Background: an optimization exercise with open tools, aiming at small area. Do not read the settings as production practice. Function was checked by simulation only, so behaviour that the tests miss may differ from the original. Power is estimated from default activity; no workload was simulated.

==> run A: inputs <==
// regfile_param
module regfile_param
#(
    parameter int DATA_W   = regfile_pkg::DATA_W_DEF,
    parameter int ADDR_W   = regfile_pkg::ADDR_W_DEF,
    parameter int NUM_READ = 2,
    parameter int ZERO_REG = (2 ** ADDR_W) - 1
) (
    input  logic                               clk,
    input  logic                               reset,
    input  logic                               RegWrite,
    input  logic [ADDR_W-1:0]                  WriteRegister,
    input  logic [DATA_W-1:0]                  WriteData,
    input  logic                               Reserve,
    input  logic [ADDR_W-1:0]                  ReserveRegister,
    input  logic [NUM_READ-1:0][ADDR_W-1:0]    ReadRegister,
    output logic [NUM_READ-1:0][DATA_W-1:0]    ReadData,
    output logic [NUM_READ-1:0]                ReadBusy
);
==> module regfile_and3, before the edit <==
module regfile_and3 (
    input  logic a,
    input  logic b,
    input  logic c,
    output logic y
);
    assign y = a & b & c;
endmodule
==> module regfile_dec2, before the edit <==
module regfile_dec2 (
    input  logic a,
    input  logic b,
    output logic y,
    output logic yn
);
    assign y  = a & b;
    assign yn = ~(a & b);
endmodule
==> module regfile_param, before the edit <==
module regfile_param
#(
    parameter int DATA_W   = regfile_pkg::DATA_W_DEF,
    parameter int ADDR_W   = regfile_pkg::ADDR_W_DEF,
    parameter int NUM_READ = 2,
    parameter int ZERO_REG = (2 ** ADDR_W) - 1
) (
    input  logic                               clk,
    input  logic                               reset,
    input  logic                               RegWrite,
    input  logic [ADDR_W-1:0]                  WriteRegister,
    input  logic [DATA_W-1:0]                  WriteData,
    input  logic                               Reserve,
    input  logic [ADDR_W-1:0]                  ReserveRegister,
    input  logic [NUM_READ-1:0][ADDR_W-1:0]    ReadRegister,
    output logic [NUM_READ-1:0][DATA_W-1:0]    ReadData,
    output logic [NUM_READ-1:0]                ReadBusy
);
    localparam int NREG = 31;
    localparam int NSEG_W = 2;
    localparam int NSEG_R = 2;
    localparam int SEG_WW = DATA_W / NSEG_W;
    localparam int SEG_RW = DATA_W / NSEG_R;
    logic [7:0] wr_hi;
    logic [3:0] wr_lo;
    logic [NUM_READ-1:0][7:0] rd_hi;
    logic [NUM_READ-1:0][3:0] rd_lo;
    for (genvar i = 0; i < 8; i++) begin : g_pre_hi
        assign wr_hi[i] = RegWrite && (WriteRegister[4:2] == 3'(i));
        for (genvar p = 0; p < NUM_READ; p++) begin : g_rd
            assign rd_hi[p][i] = (ReadRegister[p][4:2] == 3'(i));
        end
    end
    for (genvar i = 0; i < 4; i++) begin : g_pre_lo
        assign wr_lo[i] = (WriteRegister[1:0] == 2'(i));
        for (genvar p = 0; p < NUM_READ; p++) begin : g_rd
            assign rd_lo[p][i] = (ReadRegister[p][1:0] == 2'(i));
        end
    end
    logic [DATA_W-1:0] rf_q [NREG];
    logic [NREG-1:0]   valid;
    logic [NREG-1:0]   pending;
    for (genvar r = 0; r < NREG; r++) begin : g_reg
        logic              we;
        logic [NSEG_W-1:0] we_s;
        logic [NSEG_W-1:0] wen_s;
        logic              set_hit;
        logic [DATA_W-1:0] q;
        logic [DATA_W-1:0] d;
        logic              v;
        logic              pend_q;
        assign we      = RegWrite && (WriteRegister == ADDR_W'(r));
        for (genvar g = 0; g < NSEG_W; g++) begin : g_seg
            regfile_dec2 u_wdec (.a(wr_hi[r/4]), .b(wr_lo[r%4]), .y(we_s[g]), .yn(wen_s[g]));
        end
        assign set_hit = Reserve && (ReserveRegister == ADDR_W'(r));
        for (genvar b = 0; b < DATA_W; b++) begin : g_bit
            regfile_ao22 u_wsel (.a(q[b]), .sa(wen_s[b/SEG_WW]), .b(WriteData[b]), .sb(we_s[b/SEG_WW]),
                                 .y(d[b]));
        end
        always_ff @(posedge clk) begin
            q <= d;
        end
        always_ff @(posedge clk or posedge reset) begin
            if (reset) begin
                v <= 1'b0;
            end else if (we) begin
                v <= 1'b1;
            end
        end
        always_ff @(posedge clk or posedge reset) begin
            if (reset) begin
                pend_q <= 1'b0;
            end else if (set_hit) begin
                pend_q <= 1'b1;
            end else if (we) begin
                pend_q <= 1'b0;
            end
        end
        assign rf_q[r]    = q;
        assign valid[r]   = v;
        assign pending[r] = pend_q;
    end
    for (genvar p = 0; p < NUM_READ; p++) begin : g_rd
        logic [NSEG_R-1:0][NREG-1:0] sel;
        for (genvar r = 0; r < NREG; r++) begin : g_sel
            for (genvar g = 0; g < NSEG_R; g++) begin : g_seg
                regfile_and3 u_sel (.a(valid[r]), .b(rd_hi[p][r/4]), .c(rd_lo[p][r%4]),
                                    .y(sel[g][r]));
            end
        end
        assign ReadBusy[p] = (ReadRegister[p] == ADDR_W'(ZERO_REG)) ? 1'b0
                                                                    : pending[ReadRegister[p]];
        for (genvar b = 0; b < DATA_W; b++) begin : g_bit
            logic [10:0] t;
            logic [2:0]  u;
            for (genvar k = 0; k < 10; k++) begin : g_aoi
                regfile_aoi222 u_aoi (
                    .a0(rf_q[3*k][b]),   .s0(sel[b/SEG_RW][3*k]),
                    .a1(rf_q[3*k+1][b]), .s1(sel[b/SEG_RW][3*k+1]),
                    .a2(rf_q[3*k+2][b]), .s2(sel[b/SEG_RW][3*k+2]),
                    .y (t[k])
                );
            end
            regfile_nand2 u_last (.a(rf_q[30][b]), .b(sel[b/SEG_RW][30]), .y(t[10]));
            regfile_nand4 u_n0 (.a(t[0]), .b(t[1]), .c(t[2]),  .d(t[3]), .y(u[0]));
            regfile_nand4 u_n1 (.a(t[4]), .b(t[5]), .c(t[6]),  .d(t[7]), .y(u[1]));
            regfile_nand3 u_n2 (.a(t[8]), .b(t[9]), .c(t[10]),           .y(u[2]));
            regfile_or3   u_o  (.a(u[0]), .b(u[1]), .c(u[2]),            .y(ReadData[p][b]));
        end
    end
endmodule
clock: 10.0 ns
lec_check: 0
cap_margin: 20
core_margin: 2
core_utilization: 45
cts_buf_list: sky130_fd_sc_hd__clkbuf_16
cts_cluster_diameter: 100
cts_cluster_size: 24
place_density: 0.55
slew_margin: 20
synth_hierarchical: 1
standard.sh (not shown) runs the stock make flow with config.mk's settings and CLKGATE_MAP_FILE= SYNTH_SCRIPT=/design/flow/synth_recipe.tcl, a recipe that flattens the netlist after the stock synthesis.
==> flow/flow/run.sh <==
#!/bin/bash
# The standard layout (the standard.sh, unchanged synthesis and steps),
# with every port still buffered but by the smallest buffer cell.
set -e
export BUFFER_PORTS_ARGS="-buffer_cell sky130_fd_sc_hd__buf_1"
bash standard.sh > standard.log 2>&1
==> inputs of run E, as changes to run A <==
--- a/flow/design.v
+++ b/flow/design.v
@@ -58,19 +58,2 @@
 endmodule
-module regfile_and3 (
-    input  logic a,
-    input  logic b,
-    input  logic c,
-    output logic y
-);
-    assign y = a & b & c;
-endmodule
-module regfile_dec2 (
-    input  logic a,
-    input  logic b,
-    output logic y,
-    output logic yn
-);
-    assign y  = a & b;
-    assign yn = ~(a & b);
-endmodule
 module regfile_param
@@ -94,22 +77,2 @@
     localparam int NREG = 31;
-    localparam int NSEG_W = 2;
-    localparam int NSEG_R = 2;
-    localparam int SEG_WW = DATA_W / NSEG_W;
-    localparam int SEG_RW = DATA_W / NSEG_R;
-    logic [7:0] wr_hi;
-    logic [3:0] wr_lo;
-    logic [NUM_READ-1:0][7:0] rd_hi;
-    logic [NUM_READ-1:0][3:0] rd_lo;
-    for (genvar i = 0; i < 8; i++) begin : g_pre_hi
-        assign wr_hi[i] = RegWrite && (WriteRegister[4:2] == 3'(i));
-        for (genvar p = 0; p < NUM_READ; p++) begin : g_rd
-            assign rd_hi[p][i] = (ReadRegister[p][4:2] == 3'(i));
-        end
-    end
-    for (genvar i = 0; i < 4; i++) begin : g_pre_lo
-        assign wr_lo[i] = (WriteRegister[1:0] == 2'(i));
-        for (genvar p = 0; p < NUM_READ; p++) begin : g_rd
-            assign rd_lo[p][i] = (ReadRegister[p][1:0] == 2'(i));
-        end
-    end
     logic [DATA_W-1:0] rf_q [NREG];
@@ -119,4 +82,3 @@
         logic              we;
-        logic [NSEG_W-1:0] we_s;
-        logic [NSEG_W-1:0] wen_s;
+        logic              wen;
         logic              set_hit;
@@ -127,9 +89,6 @@
         assign we      = RegWrite && (WriteRegister == ADDR_W'(r));
-        for (genvar g = 0; g < NSEG_W; g++) begin : g_seg
-            regfile_dec2 u_wdec (.a(wr_hi[r/4]), .b(wr_lo[r%4]), .y(we_s[g]), .yn(wen_s[g]));
-        end
+        assign wen     = !we;
         assign set_hit = Reserve && (ReserveRegister == ADDR_W'(r));
         for (genvar b = 0; b < DATA_W; b++) begin : g_bit
-            regfile_ao22 u_wsel (.a(q[b]), .sa(wen_s[b/SEG_WW]), .b(WriteData[b]), .sb(we_s[b/SEG_WW]),
-                                 .y(d[b]));
+            regfile_ao22 u_wsel (.a(q[b]), .sa(wen), .b(WriteData[b]), .sb(we), .y(d[b]));
         end
@@ -159,8 +118,5 @@
     for (genvar p = 0; p < NUM_READ; p++) begin : g_rd
-        logic [NSEG_R-1:0][NREG-1:0] sel;
+        logic [NREG-1:0] sel;
         for (genvar r = 0; r < NREG; r++) begin : g_sel
-            for (genvar g = 0; g < NSEG_R; g++) begin : g_seg
-                regfile_and3 u_sel (.a(valid[r]), .b(rd_hi[p][r/4]), .c(rd_lo[p][r%4]),
-                                    .y(sel[g][r]));
-            end
+            assign sel[r] = valid[r] && (ReadRegister[p] == ADDR_W'(r));
         end
@@ -173,5 +129,5 @@
                 regfile_aoi222 u_aoi (
-                    .a0(rf_q[3*k][b]),   .s0(sel[b/SEG_RW][3*k]),
-                    .a1(rf_q[3*k+1][b]), .s1(sel[b/SEG_RW][3*k+1]),
-                    .a2(rf_q[3*k+2][b]), .s2(sel[b/SEG_RW][3*k+2]),
+                    .a0(rf_q[3*k][b]),   .s0(sel[3*k]),
+                    .a1(rf_q[3*k+1][b]), .s1(sel[3*k+1]),
+                    .a2(rf_q[3*k+2][b]), .s2(sel[3*k+2]),
                     .y (t[k])
@@ -179,3 +135,3 @@
             end
-            regfile_nand2 u_last (.a(rf_q[30][b]), .b(sel[b/SEG_RW][30]), .y(t[10]));
+            regfile_nand2 u_last (.a(rf_q[30][b]), .b(sel[30]), .y(t[10]));
             regfile_nand4 u_n0 (.a(t[0]), .b(t[1]), .c(t[2]),  .d(t[3]), .y(u[0]));
==> flow/run.sh (new file) <==
#!/bin/bash
# synth_recipe.tcl (not shown) runs the flow's synth.tcl, then flattens the netlist and writes it again
# the make line also repeats each setting of config.mk as NAME=value (left out here)
make -C /OpenROAD-flow-scripts/flow DESIGN_CONFIG=/design/flow/config.mk WORK_HOME=/design/flow/orfs CLKGATE_MAP_FILE= SYNTH_SCRIPT=/design/flow/synth_recipe.tcl finish
--- a/flow/config.mk
+++ b/flow/config.mk
@@ -9,7 +9,4 @@
 export CORE_MARGIN = 2
-export CORE_UTILIZATION = 45
-export CTS_BUF_LIST = sky130_fd_sc_hd__clkbuf_16
-export CTS_CLUSTER_DIAMETER = 100
-export CTS_CLUSTER_SIZE = 24
-export PLACE_DENSITY = 0.55
+export CORE_UTILIZATION = 25
+export PLACE_DENSITY = 0.35
 export SLEW_MARGIN = 20
removed: flow/flow/run.sh
removed: flow/standard.sh
==> notes <==
In run E the power is larger than in run A, by 26%.
Register-to-register slack is about the same in run E and run A.
Between run E and run A, the lower synthesized area is in run E (gap 0.84%, measured against run A).
Sequential power is about the same in run E and run A.
Of run E and run A, run E has the higher final cell count (gap about 24%, measured against run A).
Between run A and run E, the lower critical path depth is in run A (gap 1).
In run A the first-iteration DRC count is higher than in run E, by about 0.45%.
Against run A, the utilization of run E is lower by 19 points.

-- port drivers added, routing unchanged --
The results above use ideal ports. As a check the final layouts listed here were re-extracted and re-timed, cells and wires unchanged.
Step 1: set_driving_cell puts a clkbuf_16 on clk and a buf_2 on each other input, an assumption about the parent block.
Step 2 moves the port delays by t, midway between the first and last clock arrival at a register: inputs arrive t later, outputs are due t later. That takes back most of the time a late clock gives input paths.
a / b / c = ideal / step 1 / step 2; a / b = the first two.
| run | t, ns | slack for setup (ns) | pins driven straight from the clock port |
|---|---|---|---|
| run A | 0.871 | 1.722 / 1.578 / 1.578 | 1 |
| run E | 1.028 | 1.578 / 1.517 / 1.517 | 1 |
After both steps setup and hold are still met in every run listed. For run A, which loses most, drivers alone change the setup slack by -0.144 ns; drivers and shift together by -0.144 ns.
